Background: an optimization exercise with open tools, aiming at small area, a short achievable clock period and few clock cycles per item. Do not read the settings as production practice.
RTL that was checked went through simulation tests only; none was proved equivalent to the original.

// uniform_range_random_unit
module uniform_range_random_unit (
  input  logic                          clk,
  input  logic                          rst,
  input  logic                          seed_write,
  input  logic [urr_pkg::STATE_W-1:0]   seed_data,
  input  logic                          in_valid,
  output logic                          in_stall,
  input  logic [urr_pkg::DATA_W-1:0]    range_low,
  input  logic [urr_pkg::DATA_W-1:0]    range_high,
  output logic                          out_valid,
  input  logic                          out_stall,
  output logic [urr_pkg::DATA_W-1:0]    value,
  output logic                          range_error
);
For scale: roughly 3400 cells after synthesis, ~390 flip-flops, about 150 I/O pins, roughly 30000 sq um of cells after synthesis.
make LEC_CHECK=0 CAP_MARGIN=20 CORE_MARGIN=2 CORE_UTILIZATION=40 SLEW_MARGIN=20 finish   # period 11.0 ns
run.sh (not shown) runs the stock make flow with config.mk's settings and CLKGATE_MAP_FILE= SYNTH_SCRIPT=/design/flow/synth_recipe.tcl, a recipe that flattens the netlist after the stock synthesis.
==> next run, changes <==
--- a/flow/design.v
+++ b/flow/design.v
@@ -59,15 +59,15 @@
   logic [DW-1:0]                   nb;      
   logic [SW-1:0]                   k;       
   logic [SW-1:0]                   ks;      
   logic                            tval;    
   logic                            tmode;   
   logic                            dlt;     
   logic                            ge;      
-  logic [2:0]                      np;      
+  logic [1:0]                      np;      
   logic                            cin;     
   logic                            open_q;  
   logic [NW2-1:0]                  c1, c2, c3;   
   logic [urr_pkg::STATE_W-1:0]     s;       
   logic                            sbusy;   
   logic                            srdy;    
   logic [urr_pkg::DRAW_W-1:0]      dc;      
@@ -102,58 +102,58 @@
   logic [DW-1:0] dz;                                       
   assign dz = {1'b0, dc};
   logic          pow2;
   logic          narrow;
   logic [SW-1:0] lz;
   logic [DW-1:0] bk;          
   always_comb begin
-    pow2   = (((m >> 1) & ~m) == '0);
-    narrow = (m[DW-1:NW] == '0);
     lz     = '0;
     for (int i = 0; i < DW; i++) begin
       if (m[i]) lz = SW'(DW - 1 - i);
     end
     bk = (~m) << ks;
   end
-  logic [1:0]    nskip;       
+  logic [2:0]    nskip;       
   logic [NW-1:0] nrem0;
-  logic [2:0]    np0;         
-  logic [SW-1:0] nk0;         
-  assign nskip = (m[8] | m[7])        ? 2'd2 :
-                 (m[6] | m[5] | m[4]) ? 2'd1 : 2'd0;
+  logic [1:0]    np0;         
+  assign nskip = (m[8] | m[7])   ? 3'd4 :
+                 (m[6] | m[5])   ? 3'd3 :
+                 (m[4] | m[3])   ? 3'd2 :
+                 (m[2] | m[1])   ? 3'd1 : 3'd0;
   always_comb begin
     case (nskip)
-      2'd2:    begin nrem0 = NW'(dz[31:24]); np0 = dz[23:21]; nk0 = SW'(7); end
-      2'd1:    begin nrem0 = NW'(dz[31:27]); np0 = dz[26:24]; nk0 = SW'(8); end
-      default: begin nrem0 = NW'(dz[31:30]); np0 = dz[29:27]; nk0 = SW'(9); end
+      3'd1:    begin nrem0 = NW'(dz[31:30]); np0 = dz[29:28]; end
+      3'd2:    begin nrem0 = NW'(dz[31:28]); np0 = dz[27:26]; end
+      3'd3:    begin nrem0 = NW'(dz[31:26]); np0 = dz[25:24]; end
+      3'd4:    begin nrem0 = NW'(dz[31:24]); np0 = dz[23:22]; end
+      default: begin nrem0 = '0;             np0 = dz[31:30]; end
     endcase
   end
   logic [NW2-1:0] nt;
   logic [NW2:0]   e1, e2, e3;
   logic [NW-1:0]  nrem;
-  assign nt = {nb[NW-1:0], np[2:1]};
+  assign nt = {nb[NW-1:0], np};
   assign e1 = {1'b0, nt} + {1'b0, c1};
   assign e2 = {1'b0, nt} + {1'b0, c2};
   assign e3 = {1'b0, nt} + {1'b0, c3};
-  logic [NW-1:0]  nrem4;      
-  logic [NW:0]    nt2;
-  logic [NW2:0]   e4;
   always_comb begin
-    if (e3[NW2])      nrem4 = e3[NW-1:0];
-    else if (e2[NW2]) nrem4 = e2[NW-1:0];
-    else if (e1[NW2]) nrem4 = e1[NW-1:0];
-    else              nrem4 = nt[NW-1:0];
+    if (e3[NW2])      nrem = e3[NW-1:0];
+    else if (e2[NW2]) nrem = e2[NW-1:0];
+    else if (e1[NW2]) nrem = e1[NW-1:0];
+    else              nrem = nt[NW-1:0];
   end
-  assign nt2  = {nrem4, np[0]};
-  assign e4   = {2'b0, nt2} + {1'b0, c1};
-  assign nrem = e4[NW2] ? e4[NW-1:0] : nt2[NW-1:0];
   logic [DW:0] sum;
   logic        cout;
   assign sum  = {1'b0, r} + {1'b0, nb} + (DW+1)'(cin);
   assign cout = sum[DW];
+  logic [DW-1:0] mn;
+  logic          pow2_n, narrow_n;
+  assign mn       = sum[DW-1:0];
+  assign pow2_n   = (((mn >> 1) & ~mn) == '0);
+  assign narrow_n = (mn[DW-1:NW] == '0);
   logic last;           
   logic div_ok;         
   logic ndiv_ok;
   logic tcmp_ok;        
   logic tcmp_known;     
   logic consume;        
   logic ov_d;
@@ -252,15 +252,17 @@
       dq    <= s[urr_pkg::STATE_W-1:urr_pkg::DRAW_LSB];
       qrdy  <= 1'b1;
       srdy  <= 1'b0;
       sbusy <= 1'b1;
     end
     case (state)
       S_PREP: begin
-        m    <= sum[DW-1:0];
+        m      <= sum[DW-1:0];
+        pow2   <= pow2_n;
+        narrow <= narrow_n;
         err  <= !cout;
         tval <= 1'b0;
         dlt  <= 1'b0;
       end
       S_CHECK: begin
         c1 <= ~m[NW2-1:0];
         c2 <= ~{m[NW2-2:0], 1'b1};
@@ -270,15 +272,15 @@
           nb <= lo;
         end else if (tval) begin
           nb <= ~dz;
         end else if (narrow) begin
           r  <= dz;
           nb <= DW'(nrem0);
           np <= np0;
-          k  <= nk0;
+          k  <= SW'(DW/2 - 1) - SW'(nskip);
         end else if (m[DW-1]) begin
           r     <= ~m;
           nb    <= ~dz;
           tval  <= 1'b1;
         end else begin
           r     <= dz;
           k     <= lz - 1'b1;
@@ -313,15 +315,15 @@
             tmode <= 1'b1;
             dlt   <= 1'b1;
           end
         end
       end
       S_NDIV: begin
         nb[NW-1:0] <= nrem;
-        np  <= r[3*(k-1'b1) +: 3];
+        np  <= r[2*(k-1'b1) +: 2];
         k   <= k - 1'b1;
         if (last) begin
           if (ndiv_ok) begin
             r  <= DW'(nrem);
             nb <= lo;
           end else begin
             r     <= ~m;
@@ -335,15 +337,15 @@
       S_TACC: begin
         begin
           r  <= dz;
           nb <= lo;
           if (!tcmp_known) begin
             nb    <= DW'(nrem0);
             np    <= np0;
-            k     <= narrow ? nk0 : (lz - 1'b1);
+            k     <= narrow ? (SW'(DW/2 - 1) - SW'(nskip)) : (lz - 1'b1);
             ks    <= lz - 1'b1;
             tmode <= 1'b0;
           end
         end
       end
       S_REJ: begin
         dlt <= 1'b0;
The changed run finished clean; via count went down by 3.2%; fmax goes up by 16%; final area is lower by 2.6%; synthesized cell count went down by 1.5%; cell count fell by 1.6%; hold slack barely changes.
No run of this note included a check of the RTL's function; only the layout flow was run.

* * *

Setup of run P:
Another version of the RTL of uniform_range_random_unit (not shown whole).
For scale: about 150 I/O pins.
Settings: LEC_CHECK=0, CAP_MARGIN=20, CORE_MARGIN=2, CORE_UTILIZATION=40, SLEW_MARGIN=20; clock period 11.0 ns.
The flow did not stop early for run P: all stages ran, and the layout cleared the timing, design-rule and antenna checks.
## Diff of input files: run H against run P
-- flow/design.v --
<<< run P, line 64
  logic                            dlt;     
  logic                            ge;      
  logic [2:0]                      np;      
  logic                            cin;     
  logic                            open_q;  
>>> run H, line 64
  logic                            dlt;     
  logic                            ge;      
  logic [1:0]                      np;      
  logic                            cin;     
  logic                            open_q;  
<<< run P, line 107
  logic [DW-1:0] bk;          
  always_comb begin
    lz     = '0;
    for (int i = 0; i < DW; i++) begin
>>> run H, line 107
  logic [DW-1:0] bk;          
  always_comb begin
    pow2   = (((m >> 1) & ~m) == '0);
    narrow = (m[DW-1:NW] == '0);
    lz     = '0;
    for (int i = 0; i < DW; i++) begin
<<< run P, line 113
    bk = (~m) << ks;
  end
  logic [1:0]    nskip;       
  logic [NW-1:0] nrem0;
  logic [2:0]    np0;         
  logic [SW-1:0] nk0;         
  assign nskip = (m[8] | m[7])        ? 2'd2 :
                 (m[6] | m[5] | m[4]) ? 2'd1 : 2'd0;
  always_comb begin
    case (nskip)
      2'd2:    begin nrem0 = NW'(dz[31:24]); np0 = dz[23:21]; nk0 = SW'(7); end
      2'd1:    begin nrem0 = NW'(dz[31:27]); np0 = dz[26:24]; nk0 = SW'(8); end
      default: begin nrem0 = NW'(dz[31:30]); np0 = dz[29:27]; nk0 = SW'(9); end
    endcase
  end
>>> run H, line 115
    bk = (~m) << ks;
  end
  logic [2:0]    nskip;       
  logic [NW-1:0] nrem0;
  logic [1:0]    np0;         
  assign nskip = (m[8] | m[7])   ? 3'd4 :
                 (m[6] | m[5])   ? 3'd3 :
                 (m[4] | m[3])   ? 3'd2 :
                 (m[2] | m[1])   ? 3'd1 : 3'd0;
  always_comb begin
    case (nskip)
      3'd1:    begin nrem0 = NW'(dz[31:30]); np0 = dz[29:28]; end
      3'd2:    begin nrem0 = NW'(dz[31:28]); np0 = dz[27:26]; end
      3'd3:    begin nrem0 = NW'(dz[31:26]); np0 = dz[25:24]; end
      3'd4:    begin nrem0 = NW'(dz[31:24]); np0 = dz[23:22]; end
      default: begin nrem0 = '0;             np0 = dz[31:30]; end
    endcase
  end
<<< run P, line 129
  logic [NW2:0]   e1, e2, e3;
  logic [NW-1:0]  nrem;
  assign nt = {nb[NW-1:0], np[2:1]};
  assign e1 = {1'b0, nt} + {1'b0, c1};
  assign e2 = {1'b0, nt} + {1'b0, c2};
  assign e3 = {1'b0, nt} + {1'b0, c3};
  logic [NW-1:0]  nrem4;      
  logic [NW:0]    nt2;
  logic [NW2:0]   e4;
  always_comb begin
    if (e3[NW2])      nrem4 = e3[NW-1:0];
    else if (e2[NW2]) nrem4 = e2[NW-1:0];
    else if (e1[NW2]) nrem4 = e1[NW-1:0];
    else              nrem4 = nt[NW-1:0];
  end
  assign nt2  = {nrem4, np[0]};
  assign e4   = {2'b0, nt2} + {1'b0, c1};
  assign nrem = e4[NW2] ? e4[NW-1:0] : nt2[NW-1:0];
  logic [DW:0] sum;
  logic        cout;
  assign sum  = {1'b0, r} + {1'b0, nb} + (DW+1)'(cin);
  assign cout = sum[DW];
  logic [DW-1:0] mn;
  logic          pow2_n, narrow_n;
  assign mn       = sum[DW-1:0];
  assign pow2_n   = (((mn >> 1) & ~mn) == '0);
  assign narrow_n = (mn[DW-1:NW] == '0);
  logic last;           
  logic div_ok;         
>>> run H, line 134
  logic [NW2:0]   e1, e2, e3;
  logic [NW-1:0]  nrem;
  assign nt = {nb[NW-1:0], np};
  assign e1 = {1'b0, nt} + {1'b0, c1};
  assign e2 = {1'b0, nt} + {1'b0, c2};
  assign e3 = {1'b0, nt} + {1'b0, c3};
  always_comb begin
    if (e3[NW2])      nrem = e3[NW-1:0];
    else if (e2[NW2]) nrem = e2[NW-1:0];
    else if (e1[NW2]) nrem = e1[NW-1:0];
    else              nrem = nt[NW-1:0];
  end
  logic [DW:0] sum;
  logic        cout;
  assign sum  = {1'b0, r} + {1'b0, nb} + (DW+1)'(cin);
  assign cout = sum[DW];
  logic last;           
  logic div_ok;         
<<< run P, line 260
    case (state)
      S_PREP: begin
        m      <= sum[DW-1:0];
        pow2   <= pow2_n;
        narrow <= narrow_n;
        err  <= !cout;
        tval <= 1'b0;
>>> run H, line 254
    case (state)
      S_PREP: begin
        m    <= sum[DW-1:0];
        err  <= !cout;
        tval <= 1'b0;
<<< run P, line 280
          nb <= DW'(nrem0);
          np <= np0;
          k  <= nk0;
        end else if (m[DW-1]) begin
          r     <= ~m;
>>> run H, line 272
          nb <= DW'(nrem0);
          np <= np0;
          k  <= SW'(DW/2 - 1) - SW'(nskip);
        end else if (m[DW-1]) begin
          r     <= ~m;
<<< run P, line 323
      S_NDIV: begin
        nb[NW-1:0] <= nrem;
        np  <= r[3*(k-1'b1) +: 3];
        k   <= k - 1'b1;
        if (last) begin
>>> run H, line 315
      S_NDIV: begin
        nb[NW-1:0] <= nrem;
        np  <= r[2*(k-1'b1) +: 2];
        k   <= k - 1'b1;
        if (last) begin
<<< run P, line 345
            nb    <= DW'(nrem0);
            np    <= np0;
            k     <= narrow ? nk0 : (lz - 1'b1);
            ks    <= lz - 1'b1;
            tmode <= 1'b0;
>>> run H, line 337
            nb    <= DW'(nrem0);
            np    <= np0;
            k     <= narrow ? (SW'(DW/2 - 1) - SW'(nskip)) : (lz - 1'b1);
            ks    <= lz - 1'b1;
            tmode <= 1'b0;
--- outcome ---
Relative to run P, synthesized cell count has decreased by 3.0% in run H.
Between run H and run P, the portion of the post-synthesis area used by sequential elements is higher for run H.
On worst hold slack, run H and run P are basically level.
Top achievable clock speed grows by more than a quarter when moving from run P to run H.
Across run H and run P, the outcome is the same: a clean finish for every run.
Run H vs. run P: share of layout cells above drive strength 1 went down by 0.69 points.
The timing endpoint of the critical path comes out r[5]$_DFFE_PP_ in one run and r[17]$_DFFE_PP_ in the other, namely in run P and run H respectively.
[compare] base=run P new=run H: path length in cells of the critical path down 6; design area shows a reduction of 0.0011 mm2; remaining max-slew budget at the tightest pin saw an increase; area of combinational cells with multiple inputs now smaller; overall routed net length shrank by about 2%.
Relative to run P, sequential portion of the cell area has gone up in run H.
Run H ended up with sky130_fd_sc_hd__nand2_2 as its critical-path cell with the highest stage delay; run P ended up with sky130_fd_sc_hd__o21ai_1.
Testbench counts of run H, summed over its fixed seeds: cycles 36,143, items 3,200.
The RTL of run P was laid out without a check of its function.

[static timing again, ports no longer ideal]
The results above use ideal ports. As a check the final layouts listed here were re-extracted and re-timed, cells and wires unchanged.
Step 1 (the two cells are an assumption about what drives the block):
set clk [get_ports {clk}]
set_driving_cell -lib_cell sky130_fd_sc_hd__clkbuf_16 $clk
set_driving_cell -lib_cell sky130_fd_sc_hd__buf_2 [delete_from_list [all_inputs] $clk]
Step 2 moves the port delays by t, midway between the first and last clock arrival at a register: inputs arrive t later, outputs are due t later. That takes back most of the time a late clock gives input paths.
Slacks: ideal ports / drivers / drivers and shift; pairs: ideal ports / drivers.
run | t (ns) | setup slack, ns | clock arrival spread, ns | pins driven straight from the clock port
the first run of note 1 | 0.664 | 5.770 / 5.770 / 5.770 | 0.050 / 0.049 | 1
the second run of note 1 | 0.674 | 6.511 / 6.511 / 6.511 | 0.049 / 0.049 | 1
run P | 0.666 | 5.239 / 5.239 / 5.239 | 0.030 / 0.030 | 1
run H | 0.675 | 6.531 / 6.531 / 6.531 | 0.024 / 0.024 | 1
After both steps every run listed still meets setup and hold.
